What follows belongs to an exercise in optimizing a design on an open flow for small area, a short achievable clock period and few clock cycles; a production flow would make more cautious choices. The RTL was checked by simulation tests, not by an equivalence proof against the original design. No activity file was given, so power comes from the tool's default toggle rates.

== red ==
Design mac_top, start of the top module:
module mac_top (
    input  logic         CLK,
    input  logic         RSTN,
    input  logic [11:0]  mnt_i,        
    input  logic         start_i,
    output logic         done_o,
    output logic [3:0]   w_rd_o,       
    input  logic [63:0]  w_rdata_i,    
    output logic [3:0]   i_rd_o,       
    input  logic [63:0]  i_rdata_i,    
    output logic [68:0]  o_wr_o        
);
For scale: about 220 I/O pins.
export LEC_CHECK = 0
export CAP_MARGIN = 20
export CORE_MARGIN = 2
export CORE_UTILIZATION = 36
export SETUP_SLACK_MARGIN = 3.0
export SLEW_MARGIN = 20
export SYNTH_HIERARCHICAL = 1
create_clock -name core_clock -period 5.5 [get_ports {CLK}]
standard.sh (not shown) runs the stock make flow with config.mk's settings and CLKGATE_MAP_FILE= SYNTH_SCRIPT=/design/flow/synth_recipe.tcl, a recipe that flattens the netlist after the stock synthesis.
==> flow/flow/run.sh <==
#!/bin/bash
# The standard layout with two changes:
#  - the smallest buffer on every port (repair_timing upsizes the ones on
#    critical paths)
#  - a clock tree of fewer, larger leaf clusters and no dummy loads
bash standard.sh \
  "BUFFER_PORTS_ARGS=-buffer_cell sky130_fd_sc_hd__buf_1" \
  "CTS_ARGS=-sink_clustering_enable -sink_clustering_size 24 -sink_clustering_max_diameter 80 -buf_list {sky130_fd_sc_hd__clkbuf_8 sky130_fd_sc_hd__clkbuf_16} -dont_use_dummy_load -repair_clock_nets" \
  finish > standard.log 2>&1
Testbench counts of red, summed over its fixed seeds: cycles 5,706.
diff inputs: red => blue
- CORE_UTILIZATION now 30, was 36
Findings:
Summary of blue over red: count of clock buffers in the final design rose 1; per-cell routed wire length stayed essentially flat; maximum single-stage delay on the critical path held; signed area change from the synthesized netlist to the final layout higher; final sequential cell count about even. Compared with red, in blue synthesized area neither gained nor lost much, worst setup margin picked up an extra 0.12 ns, core outline area picked up an extra about 20%. ~same part of the total power dissipated in sequential elements in blue and red. blue ends up with higher HPWL reported at the end of detailed placement than red does.

---

v6:
Starting RTL as in the previous note.
==> flow/config.mk <==
export PLATFORM = sky130hd
export DESIGN_NAME = mac_top
export DESIGN_NICKNAME = mac_top
export VERILOG_FILES = /design/flow/design.v
export SDC_FILE = /design/flow/constraint.sdc
export NUM_CORES = 4
export LEC_CHECK = 0
export CAP_MARGIN = 20
export CORE_MARGIN = 2
export CORE_UTILIZATION = 30
export PLACE_DENSITY = 0.75
export SETUP_SLACK_MARGIN = 3.0
export SLEW_MARGIN = 20
export SYNTH_HIERARCHICAL = 1
==> flow/constraint.sdc <==
create_clock -name core_clock -period 5.5 [get_ports {CLK}]
set_input_delay 1.1000 -clock core_clock [delete_from_list [all_inputs] [get_ports {CLK}]]
set_output_delay 1.1000 -clock core_clock [all_outputs]
set_load 0.01 [all_outputs]
Scripts as last shown in full above: flow/flow/run.sh
v6: no failed stages, no open violations at the end
Testbench counts of v6, summed over its fixed seeds: cycles 5,706.
The following lists how v7 was set up differently from v6:
- a deleted PLACE_DENSITY that had been 0.75
--- a/flow/flow/run.sh
+++ b/flow/flow/run.sh
@@ -7,3 +7,3 @@
   "BUFFER_PORTS_ARGS=-buffer_cell sky130_fd_sc_hd__buf_1" \
-  "CTS_ARGS=-sink_clustering_enable -sink_clustering_size 24 -sink_clustering_max_diameter 80 -buf_list {sky130_fd_sc_hd__clkbuf_8 sky130_fd_sc_hd__clkbuf_16} -dont_use_dummy_load -repair_clock_nets" \
+  "CTS_ARGS=-sink_clustering_enable -sink_clustering_size 18 -sink_clustering_max_diameter 60 -buf_list {sky130_fd_sc_hd__clkbuf_8} -dont_use_dummy_load -repair_clock_nets" \
   finish > standard.log 2>&1
==> notes.md <==
Adder and majority gate portion of the synthesized area: v7 vs v6, no meaningful difference. In the reports for v6 and v7, the smaller share of total power in the clock network belongs to v7. Between v7 and v6, it is v7 whose core utilization is lower, by 0.40 points. Comparing fraction of area in multi-input gates for v6 and v7, the bigger number came from v7. On v7: detailed-routing wirelength on met1 is 460 µm higher than what v6 gave. v6 and v7 ended up with nearly the same area enclosed by the die boundary. v7 vs v6, clock tree cell share of total cell area went down by 0.38 points.

static timing again, ports no longer ideal:
In the flow no input, the clock included, has a driving cell. The finished layouts below were timed again as built, in two steps.
Step 1, drivers: a clkbuf_16 drives CLK and a buf_2 each remaining input, both assumed.
Step 2 moves the port delays by t, midway between the first and last clock arrival at a register: inputs arrive t later, outputs are due t later. That takes back most of the time a late clock gives input paths.
Slacks: ideal ports / drivers / drivers and shift; pairs: ideal ports / drivers.
run	t (ns)	setup WS [ns]	worst hold slack (ns)	clock arrival spread, ns	slew at the worst register clock pin (ns)
red	0.526	2.895 / 2.920 / 2.394	0.310 / 0.310 / 0.310	0.069 / 0.069	0.09 / 0.09
blue	0.523	3.012 / 3.027 / 2.503	0.321 / 0.321 / 0.321	0.079 / 0.079	0.09 / 0.09
v6	0.526	2.977 / 2.993 / 2.467	0.335 / 0.335 / 0.335	0.062 / 0.063	0.10 / 0.10
v7	0.580	3.013 / 3.028 / 2.451	0.297 / 0.297 / 0.297	0.103 / 0.104	0.11 / 0.11
After both steps setup and hold are still met in every run listed. The setup slack of v7, which loses most, moves by +0.015 ns with the drivers and by -0.562 ns with both steps.
